Context: an optimization exercise on an open-source flow, tuned for a short achievable clock period and few clock cycles per item. The choices shown serve that exercise and are no tape-out recipe. The RTL was checked by simulation tests, not by an equivalence proof against the original design. Power is estimated from default activity; no workload was simulated.

<file path="flow/run.sh">
#!/bin/bash
# synth_recipe.tcl (not shown) runs the flow's synth.tcl, then flattens the netlist and writes it again
# the make line also repeats each setting of config.mk as NAME=value (left out here)
make -C /OpenROAD-flow-scripts/flow DESIGN_CONFIG=/design/flow/config.mk WORK_HOME=/design/flow/orfs CLKGATE_MAP_FILE= SYNTH_SCRIPT=/design/flow/synth_recipe.tcl finish
</file>
<file path="flow/config.mk">
export PLATFORM = sky130hd
export DESIGN_NAME = mips_pipeline
export DESIGN_NICKNAME = mips_pipeline
export VERILOG_FILES = /design/flow/design.v
export SDC_FILE = /design/flow/constraint.sdc
export NUM_CORES = 4
export LEC_CHECK = 0
export CAP_MARGIN = 20
export CORE_MARGIN = 2
export CORE_UTILIZATION = 40
export SLEW_MARGIN = 20
</file>
<file path="flow/constraint.sdc">
create_clock -name core_clock -period 7.0 [get_ports {i_clock}]
set_input_delay 1.4000 -clock core_clock [delete_from_list [all_inputs] [get_ports {i_clock}]]
set_output_delay 1.4000 -clock core_clock [all_outputs]
set_load 0.01 [all_outputs]
</file>
<file path="flow/design.v">
`timescale 1ns/1ns
package mips_pkg;
    localparam int DATA_W      = 32;
    localparam int REG_ADDR_W  = 5;
    localparam int IMEM_DEPTH  = 64;
    localparam int DMEM_DEPTH  = 64;
    localparam int IMEM_ADDR_W = 6;
    localparam int DMEM_ADDR_W = 6;    
    localparam int OPCODE_LSB  = 26;
    localparam int RS_LSB      = 21;
    localparam int RT_LSB      = 16;
    localparam int RD_LSB      = 11;
    localparam int IMM_W       = 16;
    typedef enum logic [5:0] {
        OP_RTYPE = 6'h00,
        OP_ADDIU = 6'h09,
        OP_ANDI  = 6'h0c,
        OP_ORI   = 6'h0d,
        OP_LW    = 6'h23,
        OP_SW    = 6'h2b,
        OP_HALT  = 6'h3f
    } opcode_e;
    typedef enum logic [5:0] {
        F_ADDU = 6'h21,
        F_SUBU = 6'h23,
        F_AND  = 6'h24,
        F_OR   = 6'h25,
        F_XOR  = 6'h26,
        F_SLT  = 6'h2a
    } funct_e;
    typedef enum logic [2:0] {
        ALU_ADD,
        ALU_SUB,
        ALU_AND,
        ALU_OR,
        ALU_XOR,
        ALU_SLT
    } alu_op_e;
    typedef enum logic [1:0] {
        FWD_NONE,
        FWD_MEM,
        FWD_WB
    } fwd_sel_e;
    typedef enum logic [1:0] {
        RUN_IDLE,
        RUN_BUSY,
        RUN_DONE
    } run_state_e;
endpackage
`timescale 1ns/1ns
import mips_pkg::*;
module instr_fetch (
    input  logic                             i_clock,
    input  logic                             i_arst_n,
    input  logic                             i_run_en,
    input  logic                             i_run_clear,
    input  logic                             i_stall,
    input  logic                             i_imem_we,
    input  logic [mips_pkg::IMEM_ADDR_W-1:0] i_imem_addr,
    input  logic [mips_pkg::DATA_W-1:0]      i_imem_data,
    output logic [mips_pkg::DATA_W-1:0]      o_instr
);
    logic [DATA_W-1:0]      imem [IMEM_DEPTH];
    logic [IMEM_ADDR_W-1:0] pc;
    logic                   advance;
    assign advance = i_run_en && !i_stall;
    always_ff @(posedge i_clock) begin
        if (i_imem_we && !i_run_en && !i_run_clear) begin    
            imem[i_imem_addr] <= i_imem_data;
        end
    end
    always_ff @(posedge i_clock or negedge i_arst_n) begin
        if (!i_arst_n) begin
            pc      <= '0;
            o_instr <= '0;
        end else if (i_run_clear) begin
            pc      <= '0;
            o_instr <= '0;                   
        end else if (advance) begin
            pc      <= pc + 1'b1;
            o_instr <= imem[pc];
        end
    end
endmodule
`timescale 1ns/1ns
import mips_pkg::*;
module instr_decode (
    input  logic                            i_clock,
    input  logic                            i_arst_n,
    input  logic                            i_run_en,
    input  logic                            i_run_clear,
    input  logic [mips_pkg::DATA_W-1:0]     i_instr,
    input  logic                            i_wb_we,
    input  logic [mips_pkg::REG_ADDR_W-1:0] i_wb_addr,
    input  logic [mips_pkg::DATA_W-1:0]     i_wb_data,
    input  logic [mips_pkg::REG_ADDR_W-1:0] i_dbg_addr,
    output logic [mips_pkg::DATA_W-1:0]     o_dbg_data,
    output logic                            o_stall,
    output mips_pkg::alu_op_e               o_ex_alu_op,
    output logic                            o_ex_use_imm,
    output logic [mips_pkg::REG_ADDR_W-1:0] o_ex_rs,
    output logic [mips_pkg::REG_ADDR_W-1:0] o_ex_rt,
    output logic [mips_pkg::REG_ADDR_W-1:0] o_ex_dest,
    output logic [mips_pkg::DATA_W-1:0]     o_ex_data_a,
    output logic [mips_pkg::DATA_W-1:0]     o_ex_data_b,
    output logic [mips_pkg::DATA_W-1:0]     o_ex_imm,
    output logic                            o_ex_reg_we,
    output logic                            o_ex_mem_rd,
    output logic                            o_ex_mem_wr,
    output logic                            o_ex_halt
);
    logic [DATA_W-1:0]     regs [2**REG_ADDR_W];
    mips_pkg::opcode_e               opcode;
    mips_pkg::funct_e                funct;
    logic [REG_ADDR_W-1:0] rs;
    logic [REG_ADDR_W-1:0] rt;
    logic [REG_ADDR_W-1:0] dest;
    logic [DATA_W-1:0]     imm;
    mips_pkg::alu_op_e               alu_op;
    logic                  use_imm;
    logic                  sign_ext;
    logic                  reg_we;
    logic                  mem_rd;
    logic                  mem_wr;
    logic                  halt;
    assign opcode = mips_pkg::opcode_e'(i_instr[OPCODE_LSB +: 6]);
    assign funct  = mips_pkg::funct_e'(i_instr[5:0]);
    assign rs     = i_instr[RS_LSB +: REG_ADDR_W];
    assign rt     = i_instr[RT_LSB +: REG_ADDR_W];
    assign imm    = sign_ext ? {{(DATA_W-IMM_W){i_instr[IMM_W-1]}}, i_instr[IMM_W-1:0]}
                             : {{(DATA_W-IMM_W){1'b0}}, i_instr[IMM_W-1:0]};
    always_comb begin
        alu_op   = ALU_ADD;
        use_imm  = 1'b1;
        sign_ext = 1'b1;
        dest     = rt;
        reg_we   = 1'b0;
        mem_rd   = 1'b0;
        mem_wr   = 1'b0;
        halt     = 1'b0;
        case (opcode)
            OP_RTYPE: begin
                use_imm = 1'b0;
                dest    = i_instr[RD_LSB +: REG_ADDR_W];
                reg_we  = 1'b1;
                case (funct)
                    F_ADDU:  alu_op = ALU_ADD;
                    F_SUBU:  alu_op = ALU_SUB;
                    F_AND:   alu_op = ALU_AND;
                    F_OR:    alu_op = ALU_OR;
                    F_XOR:   alu_op = ALU_XOR;
                    F_SLT:   alu_op = ALU_SLT;
                    default: reg_we = 1'b0;      
                endcase
            end
            OP_ADDIU: reg_we = 1'b1;
            OP_ANDI: begin
                alu_op   = ALU_AND;
                sign_ext = 1'b0;
                reg_we   = 1'b1;
            end
            OP_ORI: begin
                alu_op   = ALU_OR;
                sign_ext = 1'b0;
                reg_we   = 1'b1;
            end
            OP_LW: begin
                reg_we = 1'b1;
                mem_rd = 1'b1;
            end
            OP_SW:   mem_wr = 1'b1;
            OP_HALT: halt   = 1'b1;
            default: ;
        endcase
    end
    logic [DATA_W-1:0]     bank_a;
    logic [DATA_W-1:0]     bank_b;
    assign bank_a = (rs == '0) ? '0 : (i_wb_we && i_wb_addr == rs) ? i_wb_data : regs[rs];
    assign bank_b = (rt == '0) ? '0 : (i_wb_we && i_wb_addr == rt) ? i_wb_data : regs[rt];
    always_ff @(posedge i_clock) begin
        if (i_wb_we && i_wb_addr != '0) begin
            regs[i_wb_addr] <= i_wb_data;
        end
        o_dbg_data <= (i_dbg_addr == '0) ? '0 : regs[i_dbg_addr];
    end
    assign o_stall = o_ex_mem_rd && (o_ex_rt == rs || o_ex_rt == rt);    
    always_ff @(posedge i_clock or negedge i_arst_n) begin
        if (!i_arst_n) begin
            o_ex_reg_we <= 1'b0;
            o_ex_mem_rd <= 1'b0;
            o_ex_mem_wr <= 1'b0;
            o_ex_halt   <= 1'b0;
        end else if (i_run_clear || (i_run_en && o_stall)) begin
            o_ex_reg_we <= 1'b0;             
            o_ex_mem_rd <= 1'b0;
            o_ex_mem_wr <= 1'b0;
            o_ex_halt   <= 1'b0;
        end else if (i_run_en) begin
            o_ex_reg_we <= reg_we;
            o_ex_mem_rd <= mem_rd;
            o_ex_mem_wr <= mem_wr;
            o_ex_halt   <= halt;
        end
    end
    always_ff @(posedge i_clock) begin
        if (i_run_en) begin
            o_ex_alu_op  <= alu_op;
            o_ex_use_imm <= use_imm;
            o_ex_rs      <= rs;
            o_ex_rt      <= rt;
            o_ex_dest    <= dest;
            o_ex_data_a  <= bank_a;
            o_ex_data_b  <= bank_b;
            o_ex_imm     <= imm;
        end
    end
endmodule
`timescale 1ns/1ns
import mips_pkg::*;
module alu_execute (
    input  logic                            i_clock,
    input  logic                            i_arst_n,
    input  logic                            i_run_en,
    input  logic                            i_run_clear,
    input  mips_pkg::alu_op_e               i_ex_alu_op,
    input  logic                            i_ex_use_imm,
    input  logic [mips_pkg::REG_ADDR_W-1:0] i_ex_rs,
    input  logic [mips_pkg::REG_ADDR_W-1:0] i_ex_rt,
    input  logic [mips_pkg::REG_ADDR_W-1:0] i_ex_dest,
    input  logic [mips_pkg::DATA_W-1:0]     i_ex_data_a,
    input  logic [mips_pkg::DATA_W-1:0]     i_ex_data_b,
    input  logic [mips_pkg::DATA_W-1:0]     i_ex_imm,
    input  logic                            i_ex_reg_we,
    input  logic                            i_ex_mem_rd,
    input  logic                            i_ex_mem_wr,
    input  logic                            i_ex_halt,
    input  logic                            i_wb_we,
    input  logic [mips_pkg::REG_ADDR_W-1:0] i_wb_addr,
    input  logic [mips_pkg::DATA_W-1:0]     i_wb_data,
    output logic [mips_pkg::DATA_W-1:0]     o_mem_result,
    output logic [mips_pkg::DATA_W-1:0]     o_mem_store_data,
    output logic [mips_pkg::REG_ADDR_W-1:0] o_mem_dest,
    output logic                            o_mem_reg_we,
    output logic                            o_mem_rd,
    output logic                            o_mem_wr,
    output logic                            o_mem_halt
);
    mips_pkg::fwd_sel_e          fwd_a;
    mips_pkg::fwd_sel_e          fwd_b;
    logic [DATA_W-1:0] reg_a;
    logic [DATA_W-1:0] reg_b;
    logic [DATA_W-1:0] op_b;
    logic [DATA_W-1:0] result;
    always_comb begin
        fwd_a = FWD_NONE;
        if (i_ex_rs != '0 && o_mem_reg_we && o_mem_dest == i_ex_rs) begin
            fwd_a = FWD_MEM;
        end else if (i_ex_rs != '0 && i_wb_we && i_wb_addr == i_ex_rs) begin
            fwd_a = FWD_WB;
        end
        fwd_b = FWD_NONE;
        if (i_ex_rt != '0 && o_mem_reg_we && o_mem_dest == i_ex_rt) begin
            fwd_b = FWD_MEM;
        end else if (i_ex_rt != '0 && i_wb_we && i_wb_addr == i_ex_rt) begin
            fwd_b = FWD_WB;
        end
    end
    always_comb begin
        case (fwd_a)
            FWD_MEM: reg_a = o_mem_result;
            FWD_WB:  reg_a = i_wb_data;
            default: reg_a = i_ex_data_a;
        endcase
        case (fwd_b)
            FWD_MEM: reg_b = o_mem_result;
            FWD_WB:  reg_b = i_wb_data;
            default: reg_b = i_ex_data_b;      
        endcase
    end
    assign op_b  = i_ex_use_imm ? i_ex_imm : reg_b;
    always_comb begin
        case (i_ex_alu_op)
            ALU_SUB: result = reg_a - op_b;
            ALU_AND: result = reg_a & op_b;
            ALU_OR:  result = reg_a | op_b;
            ALU_XOR: result = reg_a ^ op_b;
            ALU_SLT: result = {{(DATA_W-1){1'b0}}, $signed(reg_a) < $signed(op_b)};
            default: result = reg_a + op_b;
        endcase
    end
    always_ff @(posedge i_clock or negedge i_arst_n) begin
        if (!i_arst_n) begin
            o_mem_reg_we <= 1'b0;
            o_mem_rd     <= 1'b0;
            o_mem_wr     <= 1'b0;
            o_mem_halt   <= 1'b0;
        end else if (i_run_clear) begin
            o_mem_reg_we <= 1'b0;
            o_mem_rd     <= 1'b0;
            o_mem_wr     <= 1'b0;
            o_mem_halt   <= 1'b0;
        end else if (i_run_en) begin
            o_mem_reg_we <= i_ex_reg_we;
            o_mem_rd     <= i_ex_mem_rd;
            o_mem_wr     <= i_ex_mem_wr;
            o_mem_halt   <= i_ex_halt;
        end
    end
    always_ff @(posedge i_clock) begin
        if (i_run_en) begin
            o_mem_result     <= result;
            o_mem_store_data <= reg_b;
            o_mem_dest       <= i_ex_dest;
        end
    end
endmodule
`timescale 1ns/1ns
import mips_pkg::*;
module mem_writeback (
    input  logic                            i_clock,
    input  logic                            i_arst_n,
    input  logic                            i_run_en,
    input  logic                            i_run_clear,
    input  logic [mips_pkg::DATA_W-1:0]     i_mem_result,
    input  logic [mips_pkg::DATA_W-1:0]     i_mem_store_data,
    input  logic [mips_pkg::REG_ADDR_W-1:0] i_mem_dest,
    input  logic                            i_mem_reg_we,
    input  logic                            i_mem_rd,
    input  logic                            i_mem_wr,
    input  logic                            i_mem_halt,
    output logic                            o_wb_we,
    output logic [mips_pkg::REG_ADDR_W-1:0] o_wb_addr,
    output logic [mips_pkg::DATA_W-1:0]     o_wb_data,
    output logic                            o_wb_halt
);
    logic [DATA_W-1:0]      dmem [DMEM_DEPTH];
    logic [DMEM_ADDR_W-1:0] dmem_idx;
    logic                   wb_is_load;
    logic [DATA_W-1:0]      wb_load_data;
    logic [DATA_W-1:0]      wb_result;
    assign dmem_idx = i_mem_result[DMEM_ADDR_W+1:2];     
    always_ff @(posedge i_clock) begin
        if (i_run_en && i_mem_wr) begin
            dmem[dmem_idx] <= i_mem_store_data;
        end
        if (i_run_en) begin
            wb_load_data <= dmem[dmem_idx];
            wb_result    <= i_mem_result;
            o_wb_addr    <= i_mem_dest;
        end
    end
    always_ff @(posedge i_clock or negedge i_arst_n) begin
        if (!i_arst_n) begin
            o_wb_we    <= 1'b0;
            wb_is_load <= 1'b0;
            o_wb_halt  <= 1'b0;
        end else if (i_run_clear) begin
            o_wb_we    <= 1'b0;
            wb_is_load <= 1'b0;
            o_wb_halt  <= 1'b0;
        end else if (i_run_en) begin
            o_wb_we    <= i_mem_reg_we;
            wb_is_load <= i_mem_rd;
            o_wb_halt  <= i_mem_halt;
        end
    end
    assign o_wb_data = wb_is_load ? wb_load_data : wb_result;
endmodule
`timescale 1ns/1ns
import mips_pkg::*;
module mips_pipeline (
    input  logic                             i_clock,
    input  logic                             i_arst_n,
    input  logic                             i_run_req,
    output logic                             o_run_ack,
    input  logic                             i_imem_we,
    input  logic [mips_pkg::IMEM_ADDR_W-1:0] i_imem_addr,
    input  logic [mips_pkg::DATA_W-1:0]      i_imem_data,
    input  logic [mips_pkg::REG_ADDR_W-1:0]  i_dbg_addr,
    output logic [mips_pkg::DATA_W-1:0]      o_dbg_data
);
    mips_pkg::run_state_e            run_state;
    logic                  run_en;
    logic                  run_clear;
    logic                  stall;
    logic [DATA_W-1:0]     instr;
    mips_pkg::alu_op_e               ex_alu_op;
    logic                  ex_use_imm;
    logic [REG_ADDR_W-1:0] ex_rs;
    logic [REG_ADDR_W-1:0] ex_rt;
    logic [REG_ADDR_W-1:0] ex_dest;
    logic [DATA_W-1:0]     ex_data_a;
    logic [DATA_W-1:0]     ex_data_b;
    logic [DATA_W-1:0]     ex_imm;
    logic                  ex_reg_we;
    logic                  ex_mem_rd;
    logic                  ex_mem_wr;
    logic                  ex_halt;
    logic [DATA_W-1:0]     mem_result;
    logic [DATA_W-1:0]     mem_store_data;
    logic [REG_ADDR_W-1:0] mem_dest;
    logic                  mem_reg_we;
    logic                  mem_rd;
    logic                  mem_wr;
    logic                  mem_halt;
    logic                  wb_we;
    logic [REG_ADDR_W-1:0] wb_addr;
    logic [DATA_W-1:0]     wb_data;
    logic                  wb_halt;
    always_ff @(posedge i_clock or negedge i_arst_n) begin
        if (!i_arst_n) begin
            run_state <= RUN_IDLE;
            o_run_ack <= 1'b0;
        end else begin
            o_run_ack <= (run_state == RUN_DONE) && i_run_req;
            case (run_state)
                RUN_IDLE: if (i_run_req) run_state <= RUN_BUSY;
                RUN_BUSY: if (wb_halt) run_state <= RUN_DONE;
                RUN_DONE: if (!i_run_req) run_state <= RUN_IDLE;
                default:  run_state <= RUN_IDLE;
            endcase
        end
    end
    assign run_clear = (run_state == RUN_IDLE) && i_run_req;
    assign run_en    = (run_state == RUN_BUSY) && !wb_halt;    
    instr_fetch instr_fetch_inst (
        .i_clock(i_clock), .i_arst_n(i_arst_n),
        .i_run_en(run_en), .i_run_clear(run_clear), .i_stall(stall),
        .i_imem_we(i_imem_we), .i_imem_addr(i_imem_addr), .i_imem_data(i_imem_data),
        .o_instr(instr)
    );
    instr_decode instr_decode_inst (
        .i_clock(i_clock), .i_arst_n(i_arst_n),
        .i_run_en(run_en), .i_run_clear(run_clear), .i_instr(instr),
        .i_wb_we(wb_we), .i_wb_addr(wb_addr), .i_wb_data(wb_data),
        .i_dbg_addr(i_dbg_addr), .o_dbg_data(o_dbg_data), .o_stall(stall),
        .o_ex_alu_op(ex_alu_op), .o_ex_use_imm(ex_use_imm),
        .o_ex_rs(ex_rs), .o_ex_rt(ex_rt), .o_ex_dest(ex_dest),
        .o_ex_data_a(ex_data_a), .o_ex_data_b(ex_data_b), .o_ex_imm(ex_imm),
        .o_ex_reg_we(ex_reg_we), .o_ex_mem_rd(ex_mem_rd), .o_ex_mem_wr(ex_mem_wr),
        .o_ex_halt(ex_halt)
    );
    alu_execute alu_execute_inst (
        .i_clock(i_clock), .i_arst_n(i_arst_n),
        .i_run_en(run_en), .i_run_clear(run_clear),
        .i_ex_alu_op(ex_alu_op), .i_ex_use_imm(ex_use_imm),
        .i_ex_rs(ex_rs), .i_ex_rt(ex_rt), .i_ex_dest(ex_dest),
        .i_ex_data_a(ex_data_a), .i_ex_data_b(ex_data_b), .i_ex_imm(ex_imm),
        .i_ex_reg_we(ex_reg_we), .i_ex_mem_rd(ex_mem_rd), .i_ex_mem_wr(ex_mem_wr),
        .i_ex_halt(ex_halt),
        .i_wb_we(wb_we), .i_wb_addr(wb_addr), .i_wb_data(wb_data),
        .o_mem_result(mem_result), .o_mem_store_data(mem_store_data),
        .o_mem_dest(mem_dest), .o_mem_reg_we(mem_reg_we),
        .o_mem_rd(mem_rd), .o_mem_wr(mem_wr), .o_mem_halt(mem_halt)
    );
    mem_writeback mem_writeback_inst (
        .i_clock(i_clock), .i_arst_n(i_arst_n),
        .i_run_en(run_en), .i_run_clear(run_clear),
        .i_mem_result(mem_result), .i_mem_store_data(mem_store_data),
        .i_mem_dest(mem_dest), .i_mem_reg_we(mem_reg_we),
        .i_mem_rd(mem_rd), .i_mem_wr(mem_wr), .i_mem_halt(mem_halt),
        .o_wb_we(wb_we), .o_wb_addr(wb_addr), .o_wb_data(wb_data), .o_wb_halt(wb_halt)
    );
endmodule
</file>
==> run notes <==
through the flow:
| stage | setup TNS, ns | util [%] | setup WS (ns) |
|---|---|---|---|
| after floorplan | -5365.38 | - | -1.35 |
| after global placement | 0 | 42.3 | 0.927 |
| after detailed placement | 0 | 42.4 | 1.11 |
| after CTS | 0 | 45.6 | 1.06 |
| after global routing | 0 | 45.6 | 0.481 |
| final | 0 | 45.6 | 0.906 |
cell families (layout without fill, tap and decap cells):
group	count (synthesis)	after routing
AO/OA/AOI/OAI	2313	2313
XOR/XNOR	56	56
adder cells (fa/ha/maj)	99	99
buffers and inverters	978	1710
flip-flops	5442	5442
multiplexers	1802	1802
other	1	44
AND/OR/NAND/NOR	1046	1046
power by group through the flow:
stage	clock, µW	combinational [µW]	sequential, µW
detailed placement	0	37800	43000
floorplan	0	22100	42600
global placement	0	37400	42900
CTS	29600	37900	42300
finish	29200	38300	42200
global route	30800	40000	42300
synth_stat cells (9+ instances only):
library cell and number:
nor2_1 367, o21bai_1 12, buf_4 35, o211ai_1 62, dfxtp_1 32, buf_2 121, nand4_1 77, edfxtp_1 5358
nand3_1 54, a22oi_1 640, o21ai_0 158, nor4_1 33, nor3_1 40, xnor2_1 35, nor2b_1 43, nand3b_1 12
nand2_1 283, nand2b_1 62, dfrtp_1 52, inv_1 126, a211oi_1 141, o221ai_1 68, mux2_2 117, ha_1 97
a221o_1 23, xor2_1 21, and3_1 9, mux2i_1 354, clkbuf_1 529, mux4_2 1331, a31oi_1 201, o21ai_1 78
or3_1 12, buf_1 161, a21oi_1 256, nor3b_1 10, a211o_1 14, o22ai_1 110, a22o_1 202, a221oi_1 272
cell type report:
cell class | count | area [µm²] | area share (%)
antenna | 12 | 30.0 | 0.0117
tap | 7479 | 9360 | 3.66
inverter | 129 | 484 | 0.189
clock buffer | 742 | 15400 | 6.00
sequential | 5442 | 163000 | 63.7
multi-input combinational | 5348 | 59900 | 23.4
clock inverter | 281 | 2480 | 0.971
timing repair buffer | 558 | 5370 | 2.10
routing by layer:
layer	vias up	GRT usage (%)
li1	50463	-
met1	67403	33.7
met2	7668	37.1
met3	1267	4.99
met4	10	8.58
met5	-	0
critical path, delay by kind of cell (launching register included):
family | cells | cell delay [ns]
AO/OA/AOI/OAI | 8 | 2.23
AND/OR/NAND/NOR | 6 | 1.42
buffers and inverters | 1 | 0.61
flip-flops | 1 | 0.57
adder cells (fa/ha/maj) | 1 | 0.50
multiplexers | 1 | 0.30
XOR/XNOR | 1 | 0.23
worst min path at each step:
stage | to | startpoint | slack, ns
3_5_place_dp | alu_execute_inst.o_mem_dest[4]$_DFFE_PP_ | instr_decode_inst.o_ex_dest[4]$_DFFE_PP_ | 0.41
5_1_grt | instr_fetch_inst.o_instr[21]$_DFFE_PN0P_ | i_arst_n | 0.41
3_3_place_gp | alu_execute_inst.o_mem_dest[2]$_DFFE_PP_ | instr_decode_inst.o_ex_dest[2]$_DFFE_PP_ | 0.41
4_1_cts | o_run_ack$_DFF_PN0_ | i_arst_n | 0.36
2_1_floorplan | alu_execute_inst.o_mem_dest[0]$_DFFE_PP_ | instr_decode_inst.o_ex_dest[0]$_DFFE_PP_ | 0.40
6_report | o_run_ack$_DFF_PN0_ | i_arst_n | 0.41
==> run notes <==
* Outcome: finished clean
- Routability congestion estimate: about 0.88
* Placed instance area: between 0.2 and 0.25 mm²
* Area share of fa/ha/maj cells after synthesis: less than 1%
- The cell sitting at the root of the clock tree is a clkbuf_16.
- Number of DRC violations after detailed-routing iteration 0: approximately 17000
- Synth Area per Inst: approximately 19 µm²
- Detailed placement HPWL: ~410000 µm
- The smallest clock period supported by the final layout is computed as just over 6 ns.
* Mux cell area share after synthesis: between 10% and 20%
- Summing the areas of all xor and xnor instances in the mapped netlist gives less than 1% of the synthesized area.
- edfxtp_1 takes more of the synthesized area than any other cell.
- Number of library cell types mapped by synthesis: 96
- Initial antenna violation count: 46
- Share of the yosys chip area belonging to registers: between 70% and 80%
- The worst setup path is launched from a register.
- Top-Level Pins: 80
- Clock tree buffer depth: 4
* Clock insertion delay at the later pin of the skew report: between 1 and 1.5 ns
* Overflow left after global routing: 0
- Global routing consumed, over all layers together, 23.9% of the routing resources.
* Ys Warns: 5
* Minimum hold slack: 0.406 ns
- Summing every instance area after synthesis gives ~0.22 mm².
- Counting flops with a built-in enable in the synthesized netlist gives 5358.
* Register-to-register setup slack: between 0.9 and 1 ns
* Total power: approximately 110000 µW
- Leaving out fill and tap cells, the most frequent cell in the layout is edfxtp_1.
- Highest-count cells in the layout ignoring fill and taps: edfxtp_1, mux4_2, a22oi_1
- Total of cells resized after clock tree synthesis: 0
- Area Overhead vs Synth: 13.7%
- The via count of the first global-routing pass came to 124621.
* Net switching share of the total power: 35.8%
* Final max-slew violation count: 0
* Layout fillers: about 46000
- For this run, asynchronously set or reset flops after synthesis account for 0.956%.
* Cell chain of the critical path: xnor2_1 -> nand4_1 -> nor4_4 -> buf_4 -> nand2_1 -> o21ai_0 -> o21ai_1 -> mux2_2 -> ha_1 -> nor2b_1 -> o311ai_1 -> a31oi_1 -> o311ai_1 -> a21oi_1 -> nor2_1 -> o31a_1 -> nor3b_1 -> a2111oi_1
* Leakage component of the power: 0.0790 µW
* Wirelength, routed: approximately 700000 µm
- The post-route netlist has about a quarter of its cells at a drive strength greater than 1.
- In this run the tool buffered the top-level ports with 79 buffer cells.
* Hold buffer count at CTS: 0
- For this run, the leading register cell type out of synthesis is edfxtp_1.
- Largest registers: instr_fetch_inst.imem x2048, mem_writeback_inst.dmem x2048, instr_decode_inst.regs x1024
* Slew margin rel.: roughly a fifth
- H-tree levels: 6
- Power per cell area: 429 mW/mm²
- In this run the worst setup path begins at mem_writeback_inst.o_wb_addr[3]$_DFFE_PP_.
- At the pin with the least slew margin, the transition time is around 1.2 ns.
- The synthesized netlist devotes 7.40% of its cell area to compound gates.
* Unrepaired setup endpoints after global routing: false
- Count of state elements after synthesis: about 5400
- Die X: ~750 µm
* Launch point of the worst reg-to-reg path: mem_writeback_inst.o_wb_addr[3]$_DFFE_PP_
- Dividing the detail-routed wire length by the instance count gives ~35 µm.
- In this run the core area contains about 280 standard-cell rows.
- The first global-routing pass estimated slightly below 1000000 µm of wire.
* Final std cells w/o fill: about 20000
* Part of the cycle the worst path needs: between 80% and 90%
- After clock tree synthesis, the clock-pin slew on the worst setup and hold paths is ~0.06 ns.
- Wire segments on met2 add up to 323000 µm in the final route.
* Peak supply drop: between 300 and 400 µV
- Final Hold Vio Count: 0
- Final count of negative-setup-slack endpoints: 0
* Number of maximum-capacitance violations: 0
- Cell internal power was estimated by the tool at 70500 µW.
- CTS tree: yes
* Count of vias placed by the detailed router: approximately 130k
- Detailed-route vias per instance: ~6.3
- Measured along the y axis, the die boundary spans between 700 and 800 µm.
- Met3 wire length: between 70000 and 80000 µm
- The worst hold path belongs to the class in -> async.
* Worst r2r dst: alu_execute_inst.o_mem_result[26]$_DFFE_PP_
* Arrival time at the worst endpoint: ~6.9 ns
- The largest individual stage delay along the critical path comes from the cell nor4_4.
- Portion of total power attributed to combinational logic: 34.9%
- The core region is approximately 0.56 mm².
* Pre-Repair DR Iteration Count: 6
- Number of buffers added for setup after CTS: 0
* Number of clock sinks: 5442
- After detailed routing, the number of remaining DRC violations is 0.
* Maximum number of pins on one net before global-route repair: roughly 130
- Setup Skew: 0.107 ns
- Once detail routing completed, the nets flagged for antenna violations numbered 0.
* Highest metal layer used by the detailed router: met5
- Termination of the worst setup path: alu_execute_inst.o_mem_result[26]$_DFFE_PP_
- Instance count of the mapped netlist: ~12000
* Peak Freq: approximately 160 MHz
- Sequential cells burn 38.5% of the power.
- The analysis attributes to net switching a power of around 40000 µW.
- Once the floorplan was initialized, standard cells occupied between 40% and 50% of the core.
* Top post-synthesis cells by area: edfxtp_1, mux4_2, a22oi_1
- Die ar.: between 0.5 and 0.6 mm²
* Number of placed instances, taps included: approximately 19000
* Part of the power in the clock network: between 20% and 30%
- Worst endpoint required time: approximately 8 ns
* Worst Path Max Fanout: 52
* Length of routed wiring on met1: between 200000 and 300000 µm
- The critical path is of the reg -> reg type.
- Post-synthesis simple-gate area fraction: under 10%
- Net count, final: 12197
- Dominant combinational cell family by area after synthesis: multiplexers
* Top-area cell type share of the netlist area: between 70% and 80%
- The worst setup path is captured at a register.
* Post-route cell area: approximately 0.26 mm²
- Among the stages of the critical path, the cell type that occurs most often is o311ai_1.
- Largest incremental delay on the critical path: approximately 0.6 ns
* Num CTS Buffers: 572
* Worst R2R Path Depth: 18
Testbench counts, summed over its fixed seeds: cycles 92,611, programs 800.

## what the ideal ports hide
In the flow no input, the clock included, has a driving cell. The finished layout below was timed again as built, in two steps.
Step 1 assumes that a clkbuf_16 drives the clock port and a buf_2 every other input.
Step 2 adds t to the input delays and takes it off the output delays; t is the mean of the earliest and latest rising clock arrival at the registers after step 1. Input paths then give back, and output paths get back, about the clock's delay inside the block.
Slacks: ideal ports / drivers / drivers and shift; pairs: ideal ports / drivers.
t, ns: 1.191
setup slack, ns: 0.906 / 0.906 / 0.906
worst slew at a driven data input, ns: 0.32
After both steps setup and hold are still met in this run. For this run, drivers alone change the setup slack by 0.000 ns; drivers and shift together by 0.000 ns.
